Source: an optimization exercise on an open RTL-to-GDS flow (aim: small area, a short achievable clock period and few clock cycles per item). Production flows keep margins and buffers that such runs may drop. No activity file was given, so power comes from the tool's default toggle rates.

==> flow/design.v <==
package bos_pkg;
   localparam int CAPACITY = 8;
   localparam int VALUE_W  = 32;
   localparam int RSP_W    = 7;    
   localparam logic [3:0] CAP_LIMIT_RESET = 4'd8;
   typedef logic [VALUE_W-1:0] value_type;
   localparam logic [1:0] OP_INSERT = 2'd0;
   localparam logic [1:0] OP_REMOVE = 2'd1;
   localparam logic [1:0] ST_DONE      = 2'd0;
   localparam logic [1:0] ST_DUPLICATE = 2'd1;
   localparam logic [1:0] ST_FULL      = 2'd2;
   localparam logic [1:0] ST_NOT_FOUND = 2'd3;
endpackage
module bos_cell (
   input  logic               clock,
   input  logic               load,
   input  bos_pkg::value_type value,
   output logic               equal
);
   bos_pkg::value_type entry_ff;
   assign equal = (entry_ff == value);
   always_ff @(posedge clock) begin
      if (load) begin
         entry_ff <= value;
      end
   end
endmodule
module bounded_ordered_set (
   input  logic        clock,
   input  logic        reset,
   input  logic        req_tvalid,
   output logic        req_tready,
   input  logic [31:0] req_tdata,
   input  logic [1:0]  req_tuser,
   output logic        rsp_tvalid,
   input  logic        rsp_tready,
   output logic [7:0]  rsp_tdata,   
   input  logic        csr_we,
   input  logic [3:0]  csr_wdata
);
   localparam int N = bos_pkg::CAPACITY;
   localparam int W = bos_pkg::RSP_W;
   localparam int Q = 3;
   logic [N-1:0]       valid_ff;
   logic [N:0]         count_ff;    
   logic [N:0]         count_now;
   logic [N-1:0]       below_ff;    
   logic               a_valid_ff;
   logic               a_insert_ff;
   logic               a_room_ff;
   logic [N-1:0]       a_match_ff;  
   logic               a_take_ff;   
   logic               a_remove_ff;
   logic               a_hit;
   logic               a_inc;       
   logic               a_dec;       
   logic [1:0]         q_cnt_ff;
   logic [W-1:0]       q_ff [Q];
   logic               rsp_valid_ff;
   logic [1:0]         out_cnt_ff;
   logic               ready_ff;
   logic [N-1:0]       equal;
   logic [N-1:0]       match;
   logic [N-1:0]       free_first;
   logic [3:0]         count;
   logic               room;
   logic               req_fire;
   logic               is_insert;
   logic               is_remove;
   logic               take;
   logic [1:0]         status;
   logic [W-1:0]       rsp_new;
   logic               pop;
   logic [1:0]         q_cnt_in;
   logic [1:0]         out_cnt_in;
   assign req_tready = ready_ff;
   assign req_fire   = req_tvalid && ready_ff;
   for (genvar i = 0; i < N; i++) begin : g_slot
      bos_cell u_cell (
         .clock (clock),
         .load  (!valid_ff[i]),
         .value (req_tdata),
         .equal (equal[i])
      );
   end
   assign match   = equal & valid_ff;
   always_comb begin
      free_first = '0;
      for (int i = N - 1; i >= 0; i--) begin
         if (!valid_ff[i]) begin
            free_first = '0;
            free_first[i] = 1'b1;
         end
      end
   end
   always_comb begin
      count = '0;
      for (int k = 0; k <= N; k++) begin
         count = count | ({4{count_now[k]}} & 4'(k));
      end
   end
   assign room      = |(count_now[N-1:0] & below_ff);
   assign is_insert = (req_tuser == bos_pkg::OP_INSERT);
   assign is_remove = (req_tuser == bos_pkg::OP_REMOVE);
   assign take      = req_fire && is_insert && room;
   always_ff @(posedge clock) begin
      if (reset) begin
         valid_ff <= '0;
      end else begin
         for (int i = 0; i < N; i++) begin
            if (match[i] && ((req_fire && is_remove) || take)) begin
               valid_ff[i] <= 1'b0;
            end else if (take && free_first[i]) begin
               valid_ff[i] <= 1'b1;
            end
         end
      end
   end
   assign a_hit = |a_match_ff;
   assign a_inc = a_take_ff && !a_hit;
   assign a_dec = a_remove_ff && a_hit;
   always_comb begin
      count_now = count_ff;
      if (a_inc) begin
         count_now = {count_ff[N-1:0], 1'b0};
      end else if (a_dec) begin
         count_now = {1'b0, count_ff[N:1]};
      end
   end
   always_ff @(posedge clock) begin
      if (reset) begin
         count_ff <= (N+1)'(1);
         a_take_ff   <= 1'b0;
         a_remove_ff <= 1'b0;
      end else begin
         count_ff    <= count_now;
         a_take_ff   <= take;
         a_remove_ff <= req_fire && is_remove;
      end
   end
   always_ff @(posedge clock) begin
      a_match_ff  <= match;
      a_insert_ff <= is_insert;
      a_room_ff   <= room;
   end
   always_comb begin
      if (a_insert_ff) begin
         status = a_hit ? bos_pkg::ST_DUPLICATE :
                  (a_room_ff ? bos_pkg::ST_DONE : bos_pkg::ST_FULL);
      end else begin
         status = a_hit ? bos_pkg::ST_DONE : bos_pkg::ST_NOT_FOUND;
      end
   end
   assign rsp_new = {count, a_hit, status};
   assign pop      = rsp_tready && rsp_valid_ff;
   assign q_cnt_in = q_cnt_ff + {1'b0, a_valid_ff} - {1'b0, pop};
   always_ff @(posedge clock) begin
      for (int k = 0; k < Q; k++) begin
         if (pop) begin
            if (k + 1 < Q && q_cnt_ff > 2'(k + 1)) begin
               q_ff[k] <= q_ff[(k + 1) % Q];
            end else begin
               q_ff[k] <= rsp_new;
            end
         end else if (q_cnt_ff <= 2'(k)) begin
            q_ff[k] <= rsp_new;
         end
      end
   end
   assign out_cnt_in = out_cnt_ff + {1'b0, req_fire} - {1'b0, pop};
   always_ff @(posedge clock) begin
      if (reset) begin
         a_valid_ff   <= 1'b0;
         for (int k = 0; k < N; k++) begin
            below_ff[k] <= (4'(k) < bos_pkg::CAP_LIMIT_RESET);
         end
         q_cnt_ff     <= '0;
         rsp_valid_ff <= 1'b0;
         out_cnt_ff   <= '0;
         ready_ff     <= 1'b1;
      end else begin
         a_valid_ff <= req_fire;
         if (csr_we) begin
            for (int k = 0; k < N; k++) begin
               below_ff[k] <= (4'(k) < csr_wdata);
            end
         end
         q_cnt_ff     <= q_cnt_in;
         rsp_valid_ff <= (q_cnt_in != 2'd0);
         out_cnt_ff   <= out_cnt_in;
         ready_ff     <= (out_cnt_in < 2'(Q));
      end
   end
   assign rsp_tvalid = rsp_valid_ff;
   assign rsp_tdata  = {1'b0, q_ff[0]};
endmodule
export LEC_CHECK = 0
export CAP_MARGIN = 20
export CORE_MARGIN = 2
export CORE_UTILIZATION = 40
export SETUP_SLACK_MARGIN = 2.3
export SLEW_MARGIN = 20
create_clock -name core_clock -period 4.0 [get_ports {clock}]
run.sh (not shown) runs the stock make flow with config.mk's settings and CLKGATE_MAP_FILE= SYNTH_SCRIPT=/design/flow/synth_recipe.tcl, a recipe that flattens the netlist after the stock synthesis.
Change:
--- a/flow/design.v
+++ b/flow/design.v
@@ -39,32 +39,26 @@
    input  logic [3:0]  csr_wdata
 );
    localparam int N = bos_pkg::CAPACITY;
    localparam int W = bos_pkg::RSP_W;
    localparam int Q = 3;
    logic [N-1:0]       valid_ff;
-   logic [N:0]         count_ff;    
-   logic [N:0]         count_now;
-   logic [N-1:0]       below_ff;    
+   logic [3:0]         limit_ff;    
    logic               a_valid_ff;
+   logic               a_hit_ff;
    logic               a_insert_ff;
    logic               a_room_ff;
-   logic [N-1:0]       a_match_ff;  
-   logic               a_take_ff;   
-   logic               a_remove_ff;
-   logic               a_hit;
-   logic               a_inc;       
-   logic               a_dec;       
    logic [1:0]         q_cnt_ff;
    logic [W-1:0]       q_ff [Q];
    logic               rsp_valid_ff;
    logic [1:0]         out_cnt_ff;
    logic               ready_ff;
    logic [N-1:0]       equal;
    logic [N-1:0]       match;
    logic [N-1:0]       free_first;
+   logic               hit_any;
    logic [3:0]         count;
    logic               room;
    logic               req_fire;
    logic               is_insert;
    logic               is_remove;
    logic               take;
@@ -81,28 +75,29 @@
          .load  (!valid_ff[i]),
          .value (req_tdata),
          .equal (equal[i])
       );
    end
    assign match   = equal & valid_ff;
+   assign hit_any = |match;
    always_comb begin
       free_first = '0;
       for (int i = N - 1; i >= 0; i--) begin
          if (!valid_ff[i]) begin
             free_first = '0;
             free_first[i] = 1'b1;
          end
       end
    end
    always_comb begin
       count = '0;
-      for (int k = 0; k <= N; k++) begin
-         count = count | ({4{count_now[k]}} & 4'(k));
+      for (int i = 0; i < N; i++) begin
+         count = count + {3'b000, valid_ff[i]};
       end
    end
-   assign room      = |(count_now[N-1:0] & below_ff);
+   assign room      = count < limit_ff;
    assign is_insert = (req_tuser == bos_pkg::OP_INSERT);
    assign is_remove = (req_tuser == bos_pkg::OP_REMOVE);
    assign take      = req_fire && is_insert && room;
    always_ff @(posedge clock) begin
       if (reset) begin
          valid_ff <= '0;
@@ -113,48 +108,26 @@
             end else if (take && free_first[i]) begin
                valid_ff[i] <= 1'b1;
             end
          end
       end
    end
-   assign a_hit = |a_match_ff;
-   assign a_inc = a_take_ff && !a_hit;
-   assign a_dec = a_remove_ff && a_hit;
-   always_comb begin
-      count_now = count_ff;
-      if (a_inc) begin
-         count_now = {count_ff[N-1:0], 1'b0};
-      end else if (a_dec) begin
-         count_now = {1'b0, count_ff[N:1]};
-      end
-   end
    always_ff @(posedge clock) begin
-      if (reset) begin
-         count_ff <= (N+1)'(1);
-         a_take_ff   <= 1'b0;
-         a_remove_ff <= 1'b0;
-      end else begin
-         count_ff    <= count_now;
-         a_take_ff   <= take;
-         a_remove_ff <= req_fire && is_remove;
-      end
-   end
-   always_ff @(posedge clock) begin
-      a_match_ff  <= match;
+      a_hit_ff    <= hit_any;
       a_insert_ff <= is_insert;
       a_room_ff   <= room;
    end
    always_comb begin
       if (a_insert_ff) begin
-         status = a_hit ? bos_pkg::ST_DUPLICATE :
+         status = a_hit_ff ? bos_pkg::ST_DUPLICATE :
                   (a_room_ff ? bos_pkg::ST_DONE : bos_pkg::ST_FULL);
       end else begin
-         status = a_hit ? bos_pkg::ST_DONE : bos_pkg::ST_NOT_FOUND;
+         status = a_hit_ff ? bos_pkg::ST_DONE : bos_pkg::ST_NOT_FOUND;
       end
    end
-   assign rsp_new = {count, a_hit, status};
+   assign rsp_new = {count, a_hit_ff, status};
    assign pop      = rsp_tready && rsp_valid_ff;
    assign q_cnt_in = q_cnt_ff + {1'b0, a_valid_ff} - {1'b0, pop};
    always_ff @(posedge clock) begin
       for (int k = 0; k < Q; k++) begin
          if (pop) begin
             if (k + 1 < Q && q_cnt_ff > 2'(k + 1)) begin
@@ -168,25 +141,21 @@
       end
    end
    assign out_cnt_in = out_cnt_ff + {1'b0, req_fire} - {1'b0, pop};
    always_ff @(posedge clock) begin
       if (reset) begin
          a_valid_ff   <= 1'b0;
-         for (int k = 0; k < N; k++) begin
-            below_ff[k] <= (4'(k) < bos_pkg::CAP_LIMIT_RESET);
-         end
+         limit_ff     <= bos_pkg::CAP_LIMIT_RESET;
          q_cnt_ff     <= '0;
          rsp_valid_ff <= 1'b0;
          out_cnt_ff   <= '0;
          ready_ff     <= 1'b1;
       end else begin
          a_valid_ff <= req_fire;
          if (csr_we) begin
-            for (int k = 0; k < N; k++) begin
-               below_ff[k] <= (4'(k) < csr_wdata);
-            end
+            limit_ff <= (csr_wdata > 4'd8) ? 4'd8 : csr_wdata;
          end
          q_cnt_ff     <= q_cnt_in;
          rsp_valid_ff <= (q_cnt_in != 2'd0);
          out_cnt_ff   <= out_cnt_in;
          ready_ff     <= (out_cnt_in < 2'(Q));
       end
Effect:
- The changed run reached the layout checks and failed them: setup timing
- power falls by 11%
- design area falls by 13%
- global-route usage falls by 2.5 points
- hold slack improves by 7.1 ps
- die area falls by 6.9%
- first-iteration DRC count rises by about 2.2%
- setup slack degrades by 1900 ps
- sequential share of layout area rises by 4.7 points
- clock-buffer cell count falls by 3
No run of this note included a check of the RTL's function; only the layout flow was run.

==> separate check: timing with driven ports <==
Ports are ideal in the flow. The routed layouts listed here were re-timed in OpenROAD. Step 1 sets driving cells, clkbuf_16 on the clock port and buf_2 on the other inputs (assumed; they add their load-dependent delay and slew). Step 2 adds t to the input delays and takes it off the output delays; t is the mean of the earliest and latest rising clock arrival at the registers after step 1. Input paths then give back, and output paths get back, about the clock's delay inside the block. a / b / c = no drivers / after step 1 / after step 2; a / b = the first two.
run | shift t [ns] | setup WS [ns] | hold slack, ns | worst setup path after step 2 | clock arrival spread, ns
the first run | 0.562 | 1.793 / 1.793 / 1.302 | 0.461 / 0.450 / 0.502 | input to register | 0.020 / 0.021
the second run | 0.552 | -0.114 / -0.114 / -0.114 | 0.468 / 0.468 / 0.468 | register to register | 0.014 / 0.015
For the first run, which loses most, drivers alone change the setup slack by 0.000 ns; drivers and shift together by -0.491 ns.
